From an optimization exercise on the open Yosys and OpenROAD flow, aimed at small area, a short achievable clock period and few clock cycles per item; shortcuts taken in it are not production practice.
In this exercise RTL edits were held to simulation tests only and were not proved equivalent to the original.
Power and IR drop assume default switching activity.

File: flow/design.v
package maf_pkg;
  localparam int SampleW = 16;
  localparam int CountW = 7;
  localparam int CfgIdxW = 1;
  localparam int CfgDataW = 7;
  typedef enum logic [0:0] {
    OP_SAMPLE = 1'b0,
    OP_CLEAR  = 1'b1
  } op_t;
  typedef enum logic [0:0] {
    REG_WINDOW = 1'b0,
    REG_RECENT = 1'b1
  } reg_idx_t;
  typedef struct packed {
    logic                       clear;
    logic signed [SampleW-1:0]  sample;
  } cmd_t;
  typedef enum logic [2:0] {
    ST_IDLE,
    ST_SUM,
    ST_DIV_AVG,
    ST_DIV_REC,
    ST_OUT
  } back_state_t;
endpackage
module maf_front (
  input  logic        clk,
  input  logic        rst,
  input  logic        in_valid,
  input  logic        in_ready,
  input  logic [0:0]  in_op,
  input  logic [15:0] in_sample,
  input  logic        adv,
  output logic        cmd_clear,
  output logic [15:0] cmd_sample,
  output logic        cmd_valid
);
  always_ff @(posedge clk) begin
    if (adv) begin
      cmd_clear <= (in_op == maf_pkg::OP_CLEAR);
      cmd_sample <= in_sample;
    end
    if (rst) cmd_valid <= 1'b0;
    else if (adv) cmd_valid <= in_valid && in_ready;
  end
endmodule
module maf_back #(
  parameter logic [15:0] CUT = 16'b0010_0100_1001_0010
) (
  input  logic               clk,
  input  logic               rst,
  input  logic               cmd_clear,
  input  logic [15:0]        cmd_sample,
  input  logic               cmd_valid,
  output logic               adv,
  output logic               in_ready,
  input  logic               cfg_valid,
  output logic               cfg_ready,
  input  logic [0:0]         cfg_index,
  input  logic [6:0]         cfg_data,
  output logic               out_valid,
  input  logic               out_ready,
  output logic [15:0]        out_average,
  output logic [15:0]        out_recent_average,
  output logic [6:0]         out_held_count
);
  logic [6:0]  win;         
  logic [5:0]  wm;          
  logic [6:0]  rlen;        
  logic [6:0]  fill;        
  logic [15:0] sh [64];     
  logic [5:0]  raddr;       
  assign cfg_ready = 1'b1;
  function automatic logic [5:0] amap(input logic [5:0] a, input logic [5:0] m);
    logic [6:0] base;
    logic [6:0] k;
    logic       found;
    amap = '0;
    base = '0;
    found = 1'b0;
    k = {1'b0, a} - 7'd1;
    if (a != '0) begin
      for (int j = 0; j < 6; j++) begin
        if (m[j] && !found && (k < base + 7'(1 << j))) begin
          amap = 6'((1 << j) + (k - base));
          found = 1'b1;
        end
        if (m[j]) base = base + 7'(1 << j);
      end
    end
  endfunction
  logic [15:0] seg_in [7];
  always_comb begin
    for (int j = 0; j < 7; j++) begin
      seg_in[j] = sh[0];
      for (int k = 0; k < j; k++)
        if (wm[k]) seg_in[j] = sh[(2 << k) - 1];
    end
  end
  logic        v1, c1;
  logic [15:0] u1;
  logic        full1, dropw1, dropr1, rok1;
  logic [6:0]  fa1;
  logic        rok_base;
  logic [15:0] rmux;
  assign v1 = cmd_valid;
  assign c1 = cmd_clear;
  assign u1 = {~cmd_sample[15], cmd_sample[14:0]};
  assign full1 = (fill == win);
  assign fa1 = c1 ? 7'd0 : full1 ? win : fill + 7'd1;
  assign rok_base = (rlen != '0) && (rlen <= win);
  assign dropw1 = full1;
  assign dropr1 = rok_base && (fill >= rlen);
  assign rok1 = !c1 && rok_base && (rlen <= fa1);
  assign rmux = sh[raddr];
  logic       rc_busy, rc_v1, rc_v2;
  logic [5:0] rc_age, rc_last;
  logic       cfg_w, cfg_r;
  logic [6:0] rc_n;
  assign cfg_w = cfg_valid && (cfg_index == maf_pkg::REG_WINDOW);
  assign cfg_r = cfg_valid && (cfg_index == maf_pkg::REG_RECENT);
  assign rc_n = (cfg_data < fill) ? cfg_data : fill;
  logic        v2, c2, rok2;
  logic [15:0] u2, owm2, orm2;
  logic [6:0]  fa2;
  logic [21:0] tsum, rsum;
  logic        v3, rok3;
  logic [6:0]  fa3;
  function automatic logic [21:0] dstep(input logic [21:0] w, input logic [6:0] d);
    logic [7:0] t;
    t = {1'b0, w[21:15]} - {1'b0, d};
    if (!t[7]) dstep = {t[5:0], w[14:0], 1'b1};
    else dstep = {w[20:0], 1'b0};
  endfunction
  logic [21:0] wa [17];
  logic [21:0] wr [17];
  logic [6:0]  fd [17];
  logic        rk [17];
  logic        vv [17];
  assign wa[0] = tsum;
  assign wr[0] = rsum;
  assign fd[0] = fa3;
  assign rk[0] = rok3;
  assign vv[0] = v3;
  for (genvar i = 0; i < 16; i++) begin : g_div
    logic [21:0] na, nr;
    assign na = dstep(wa[i], fd[i]);
    assign nr = dstep(wr[i], rlen);
    if (CUT[i]) begin : g_reg
      logic [21:0] qa, qr;
      logic [6:0]  qf;
      logic        qk, qv;
      always_ff @(posedge clk) begin
        if (adv) begin
          qa <= na;
          qr <= nr;
          qf <= fd[i];
          qk <= rk[i];
        end
        if (rst) qv <= 1'b0;
        else if (adv) qv <= vv[i];
      end
      assign wa[i+1] = qa;
      assign wr[i+1] = qr;
      assign fd[i+1] = qf;
      assign rk[i+1] = qk;
      assign vv[i+1] = qv;
    end else begin : g_comb
      assign wa[i+1] = na;
      assign wr[i+1] = nr;
      assign fd[i+1] = fd[i];
      assign rk[i+1] = rk[i];
      assign vv[i+1] = vv[i];
    end
  end
  logic [15:0] qa_f, qr_f, avg_n, rec_n;
  logic [38:0] res_n;
  assign qa_f = wa[16][15:0];
  assign qr_f = wr[16][15:0];
  assign avg_n = (fd[16] == '0) ? 16'd0
               : {~qa_f[15], qa_f[14:0]} + 16'(~qa_f[15] && (wa[16][21:16] != '0));
  assign rec_n = !rk[16] ? 16'd0
               : {~qr_f[15], qr_f[14:0]} + 16'(~qr_f[15] && (wr[16][21:16] != '0));
  assign res_n = {avg_n, rec_n, fd[16]};
  logic        hv, sv, push, pop;
  logic [38:0] head, skid;
  logic        hv_n, sv_n;
  assign push = adv && vv[16];
  assign pop = hv && out_ready;
  assign out_valid = hv;
  assign {out_average, out_recent_average, out_held_count} = head;
  always_comb begin
    hv_n = hv;
    sv_n = sv;
    if (!hv) begin
      hv_n = push;
    end else if (!sv) begin
      if (pop && !push) hv_n = 1'b0;
      if (!pop && push) sv_n = 1'b1;
    end else if (pop) begin
      sv_n = 1'b0;
    end
  end
  always_ff @(posedge clk) begin
    if ((!hv && push) || (hv && !sv && pop && push)) head <= res_n;
    else if (hv && sv && pop) head <= skid;
    if (hv && !sv && !pop && push) skid <= res_n;
  end
  always_ff @(posedge clk) begin
    if (adv) begin
      u2 <= u1;
      c2 <= c1;
      fa2 <= fa1;
      rok2 <= rok1;
      owm2 <= (v1 && dropw1) ? seg_in[6] : 16'd0;
      orm2 <= ((v1 && dropr1) || rc_v1) ? rmux : 16'd0;
      fa3 <= fa2;
      rok3 <= rok2;
    end
    if (adv && v1) begin
      sh[0] <= u1;
      for (int j = 0; j < 6; j++) begin
        sh[1 << j] <= seg_in[j];
        for (int p = (1 << j) + 1; p < (2 << j); p++) sh[p] <= sh[p-1];
      end
    end
    raddr <= amap(rc_busy ? rc_age : 6'(rlen - 7'd1), wm);
    if (rst) begin
      win <= 7'd64;
      wm <= 6'd63;
      rlen <= 7'd1;
      fill <= '0;
      tsum <= '0;
      rsum <= '0;
      v2 <= 1'b0;
      v3 <= 1'b0;
      hv <= 1'b0;
      sv <= 1'b0;
      adv <= 1'b1;
      in_ready <= 1'b1;
      rc_busy <= 1'b0;
      rc_v1 <= 1'b0;
      rc_v2 <= 1'b0;
      rc_age <= '0;
      rc_last <= '0;
    end else begin
      hv <= hv_n;
      sv <= sv_n;
      adv <= !sv_n;
      if (adv) begin
        v2 <= v1;
        v3 <= v2;
        if (v1) fill <= fa1;
        if (v2) begin
          if (c2) begin
            tsum <= '0;
            rsum <= '0;
          end else begin
            tsum <= tsum + 22'(u2) - 22'(owm2);
            rsum <= rsum + 22'(u2) - 22'(orm2);
          end
        end else if (rc_v2) begin
          rsum <= rsum + 22'(orm2);
        end
      end
      rc_v1 <= rc_busy;
      rc_v2 <= rc_v1;
      if (rc_busy) begin
        rc_age <= rc_age + 6'd1;
        if (rc_age == rc_last) rc_busy <= 1'b0;
      end
      if (cfg_w) begin
        win <= (cfg_data == '0) ? 7'd1 : (cfg_data > 7'd64) ? 7'd64 : cfg_data;
        wm <= (cfg_data == '0) ? 6'd0 : (cfg_data > 7'd64) ? 6'd63 : 6'(cfg_data - 7'd1);
        fill <= '0;
        tsum <= '0;
        rsum <= '0;
        rc_busy <= 1'b0;
        rc_v1 <= 1'b0;
        rc_v2 <= 1'b0;
      end
      if (cfg_r) begin
        rlen <= cfg_data;
        rsum <= '0;
        rc_busy <= (cfg_data != '0) && (cfg_data <= win) && (fill != '0);
        rc_age <= '0;
        rc_last <= 6'(rc_n - 7'd1);
        rc_v1 <= 1'b0;
        rc_v2 <= 1'b0;
      end
      in_ready <= !sv_n && !(cfg_r && (cfg_data != '0) && (cfg_data <= win) && (fill != '0))
                  && !(rc_busy && !(cfg_w || cfg_r)) && !(rc_v1 && !(cfg_w || cfg_r));
    end
  end
endmodule
module moving_average_filter_unit #(
  parameter int MaxWindow = 64
) (
  input  logic        clk,
  input  logic        rst,
  input  logic        in_valid,
  output logic        in_ready,
  input  logic [0:0]  in_op,
  input  logic [15:0] in_sample,
  input  logic        cfg_valid,
  output logic        cfg_ready,
  input  logic [0:0]  cfg_index,
  input  logic [6:0]  cfg_data,
  output logic        out_valid,
  input  logic        out_ready,
  output logic [15:0] out_average,
  output logic [15:0] out_recent_average,
  output logic [6:0]  out_held_count
);
  logic        cmd_clear;
  logic [15:0] cmd_sample;
  logic        cmd_valid;
  logic        adv;
  maf_front u_front (
    .clk(clk), .rst(rst), .in_valid(in_valid), .in_ready(in_ready),
    .in_op(in_op), .in_sample(in_sample), .adv(adv),
    .cmd_clear(cmd_clear), .cmd_sample(cmd_sample), .cmd_valid(cmd_valid)
  );
  maf_back u_back (
    .clk(clk), .rst(rst), .cmd_clear(cmd_clear), .cmd_sample(cmd_sample),
    .cmd_valid(cmd_valid), .adv(adv), .in_ready(in_ready),
    .cfg_valid(cfg_valid), .cfg_ready(cfg_ready), .cfg_index(cfg_index),
    .cfg_data(cfg_data),
    .out_valid(out_valid), .out_ready(out_ready), .out_average(out_average),
    .out_recent_average(out_recent_average), .out_held_count(out_held_count)
  );
endmodule
File: flow/run.sh
#!/bin/bash
# synth_recipe.tcl (not shown) runs the flow's synth.tcl, then flattens the netlist and writes it again
# the make line also repeats each setting of config.mk as NAME=value (left out here)
make -C /OpenROAD-flow-scripts/flow DESIGN_CONFIG=/design/flow/config.mk WORK_HOME=/design/flow/orfs CLKGATE_MAP_FILE= SYNTH_SCRIPT=/design/flow/synth_recipe.tcl finish
File: flow/config.mk
export PLATFORM = sky130hd
export DESIGN_NAME = moving_average_filter_unit
export DESIGN_NICKNAME = moving_average_filter_unit
export VERILOG_FILES = /design/flow/design.v
export SDC_FILE = /design/flow/constraint.sdc
export NUM_CORES = 4
export LEC_CHECK = 0
export CAP_MARGIN = 20
export CORE_MARGIN = 2
export CORE_UTILIZATION = 40
export SLEW_MARGIN = 20
File: flow/constraint.sdc
create_clock -name core_clock -period 7.0 [get_ports {clk}]
set_input_delay 1.4000 -clock core_clock [delete_from_list [all_inputs] [get_ports {clk}]]
set_output_delay 1.4000 -clock core_clock [all_outputs]
set_load 0.01 [all_outputs]
==> reports/results.tsv <==
stage	metric	value	unit
run_status	status	finished clean	
global_route	vias in the first global route	45500	
synth	top post-synthesis cells by area	edfxtp_1 61%, ha_1 6.4%, a22oi_1 4.9%	
clock_tree	Sink Count	1548	
timing	Worst Max-Slew Pin Slew	1230	ps
synth	Yosys Warn Count	9	
worst_hold_path	hold_sp	u_back.g_div[10].g_reg.qr[2]$_DFFE_PP_	
synth	Cell Area, Synth	71500	um^2
setup_path	CP top delay family	compound AO/OA/AOI/OAI gates	
pwr	clock share of power	25.7	%
global_route	initial antenna violation count	8	
setup_path	Buf+Inv Stages, Crit Path	2	
setup_path	Worst R2R Start	u_back.g_div[4].g_reg.qr[16]$_DFFE_PP_	
clock_tree	Clock Latency Late Sink	830	ps
timing	Final Skew	69.1	ps
global_route	largest net degree at the start of global routing	188	
floorplanning	die height	427	um
placed_design	port bufs	70	
pwr	Net Switching	11.7	mW
timing	setup ws final	565	ps
clock_tree	Max Root-Sink Buffers	3	
route	Routed WL	217000	um
synth	FFs w/ async S/R, synth	0	%
timing	setup violators final	0	
route	DR vias	47300	
setup_path	CP Max Fanout	10	
synth	top cell type's share of synthesized area	60.6	%
floorplanning	Top Ports	72	
synth	synthesis-stage register bit count	1548	
synth	Mapped Nets	5766	
clock_tree	CTS buffer count	159	
pwr	power share of the combinational group	38.2	%
synth	sequential area share after synthesis	63.5	%
floorplanning	area of the die	182000	um^2
clock_tree	Hold-fix buffers, CTS	0	
synth	Synth Flop Type	edfxtp_1	
setup_path	Critical-path top delay cell	edfxtp_1	
global_route	first-pass GRT wire length	311000	um
placed_design	DP Worst Slack	129	ps
route	wire per inst	27.3	um
global_route	GRT Residual Overflow	0	
synth	synthesized area per cell	13.5	um^2
setup_path	WS Path Type	register to register	
setup_path	most used cell, CP	o21ai_0	
pwr	total power divided by cell area	411	nW/um^2
route	met2 wire length	99900	um
setup_path	Critical Path AT	7030	ps
timing	Hold Fails Final Rpt	0	
route	Final ANT Viol Nets	0	
flow_run	max-cap violation count	0	
pwr	leakage	29.5	nW
global_route	Total GRT Usage	23.5	%
route	1st-pass router iterations	9	
route	DRT met1 WL	82600	um
floorplanning	Core Box Area	178000	um^2
floorplanning	Die W	427	um
pwr	sequential share of power	36.1	%
final_layout	Area growth, synth to finish	13.8	%
route	met3 WL	23100	um
clock_tree	clock root cell	clkbuf_16	
floorplanning	Placement Rows	155	
timing	setup total negative slack	0	ps
final_layout	Final #Nets	5958	
setup_path	startpoint type of the worst setup path	register	
synth	Post-synth EDFFs	1444	
setup_path	Req. time, crit path	7600	ps
pwr	Switching Share	35.0	%
setup_path	Critical Path Source	u_back.g_div[4].g_reg.qr[16]$_DFFE_PP_	
timing	Period minus WS final	6430	ps
worst_hold_path	Worst Hold Class	register to register	
timing	Rel. slew slack	17.6	%
final_layout	ANT cells	0	
setup_path	endpoint class of the critical path	register	
synth	Post-Syn Instances	5302	
timing	Tcrit/Tclk final	91.9	%
route	DRC Markers	0	
clock_tree	H-tree Lvls	4	
route	top layer in use	met5	
final_layout	Fillers	15600	
pwr	VDD IR max	0.000351	V
route	Iter 0 DRT Violations	6856	
synth	largest area contributor in the netlist	edfxtp_1	
clock_tree	Worst-path clk slew	60	ps
placed_design	Final GP Congestion	0.917	
synth	Distinct cells, synth	78	
final_layout	commonest non-fill, non-tap cell in the layout	edfxtp_1	
placed_design	Post-DP HPWL	143000	um
timing	Max Fclk	155	MHz
clock_tree	CTS tree	yes	
final_layout	share of layout cells above drive strength 1	11.3	%
pwr	Internal Power	21.8	mW
setup_path	CP peak stage delay	450	ps
floorplanning	starting density of the core	40.2	%
route	DR vias/cell	5.93	
timing	Slew Limit Fails	0	
final_layout	commonest non-fill, non-tap cells in the layout	1444 x edfxtp_1, 464 x a22oi_1, 429 x inv_1	
## synth_stat cells (11+ instances only)
cell / instances
edfxtp_1: 1444
a22oi_1: 464
inv_1: 435
ha_1: 365
nand2_1: 290
nor2_1: 255
a21oi_1: 213
o21ai_0: 165
clkbuf_1: 149
xnor2_1: 147
mux2_2: 134
nand4_1: 123
dfxtp_1: 104
nand3_1: 87
mux2i_1: 74
nand2b_1: 74
fa_1: 69
xor2_1: 52
a21boi_0: 49
a21o_1: 46
nor2b_1: 46
nor4_1: 45
o221ai_1: 37
nand3b_1: 33
nor3_1: 30
a221oi_1: 29
a22o_1: 29
a211oi_1: 28
o21a_1: 28
o31ai_1: 28
or2_2: 20
o211a_1: 17
a31oi_1: 15
o211ai_1: 14
a211o_1: 12
nor3b_1: 12
o21bai_1: 12
a31o_2: 11
## path summary, 6_finish.rpt
path	end	slack (ps)	cells after the start
setup / recovery	u_back.g_div[7].g_reg.qr[20]$_DFFE_PP_	570	30
hold / removal	u_back.g_div[13].g_reg.qr[5]$_DFFE_PP_	400	0
setup reg to reg	u_back.g_div[7].g_reg.qr[20]$_DFFE_PP_	570	30
hold reg to reg	u_back.g_div[13].g_reg.qr[5]$_DFFE_PP_	400	0
## cell type report
class                      count  area, um^2  share of cell area, %
tap                         2355        2950                   3.62
clock buffer                 197        4180                   5.14
inverter                     442        1690                   2.08
multi-input combinational   3147       24200                   29.7
clock inverter                96        1090                   1.35
sequential                  1548       45400                   55.8
timing repair buffer         196        1840                   2.26
## layer usage
metal  vias to the layer above  track usage, %
met1                     23400            30.1
met3                       611            5.42
met4                         6            12.1
met5                         -               0
met2                      2704            37.1
li1                      20600               -
## sequential cells by signal, indices dropped and copies added (netlist names), 16 cells and up
register	count
u_back.g_div.g_reg.qr	110
u_back.g_div.g_reg.qf	35
u_back.u2	16
u_back.g_div.g_reg.qa	110
u_back.owm2	16
u_back.rsum	22
u_front.cmd_sample	16
u_back.sh	1024
u_back.orm2	16
u_back.head	39
u_back.skid	39
u_back.tsum	22
## cell families (layout without fill, tap and decap cells)
kind of cell               Yosys count  count (layout)  share of synthesized area, %
AOI/OAI and AO/OA                 1247            1247                          12.1
xor gates and xnor gates           200             200                          2.46
buffers and inverters              607             931                          3.21
and+or+nand+nor                   1054            1054                          7.24
DFF                               1548            1548                          63.5
muxes                              208             208                          3.14
other                                1               1                       0.00524
adders and majority gates          437             437                          8.36
## per-stage QoR
step / instances / hold slack (ps) / cell area [um^2] / power (mW) / utilization [%]
floorplan: 5302 / 400 / 71600 / 21.6 / -
detailed placement: 7680 / 405 / 75900 / 24.8 / 42.6
CTS: 7973 / 404 / 81200 / 33.3 / 45.6
global placement: 7677 / 400 / 75800 / 24.4 / 42.6
finish: 7981 / 398 / 81400 / 33.5 / 45.7
global route: 7981 / 412 / 81400 / 35.6 / 45.7
## worst reg2reg max path, delay by kind of cell, from the launching register on
family | cells | cell delay [ps]
AOI/OAI and AO/OA | 16 | 2940
adders and majority gates | 3 | 740
buffers and inverters | 2 | 170
DFF | 1 | 450
muxes | 2 | 690
and+or+nand+nor | 7 | 1270
## power groups by stage
stage          clock network [mW]  logic [mW]  registers, mW
2_1_floorplan                   0        9.55           12.0
3_3_place_gp                    0        12.2           12.3
3_5_place_dp                    0        12.5           12.3
4_1_cts                      8.72        12.5           12.1
5_1_grt                      9.04        14.4           12.1
6_report                     8.61        12.8           12.1
## timing repair
| action | in CTS | in global routing |
|---|---|---|
| resized for setup | 0 | 47 |
| hold endpoints to repair | 0 | 0 |
| buffers inserted | 0 | 4 |
| endpoints found under the setup margin | 0 | 76 |
Testbench counts, summed over its fixed seeds: cycles 6,976, items 6,400.

-- re-timing with driven ports --
How much do the figures lean on ideal ports? The routed layout below was timed once more, with nothing changed but the port constraints.
Step 1, drivers: a clkbuf_16 drives clk and a buf_2 each remaining input, both assumed.
Step 2 adds t to the input delays and takes it off the output delays; t is the mean of the earliest and latest rising clock arrival at the registers after step 1. Input paths then give back, and output paths get back, about the clock's delay inside the block.
a / b / c = ideal / step 1 / step 2; a / b = the first two.
t (ns): 0.888
setup slack, ns: 0.565 / 0.565 / 0.565
clock arrival spread, ns: 0.076 / 0.076
worst register clock-pin slew, ns: 0.07 / 0.07
cell pins on the clock port's net: 1
After both steps setup and hold are still met in this run. The setup slack of this run moves by 0.000 ns with the drivers and by 0.000 ns with both steps.
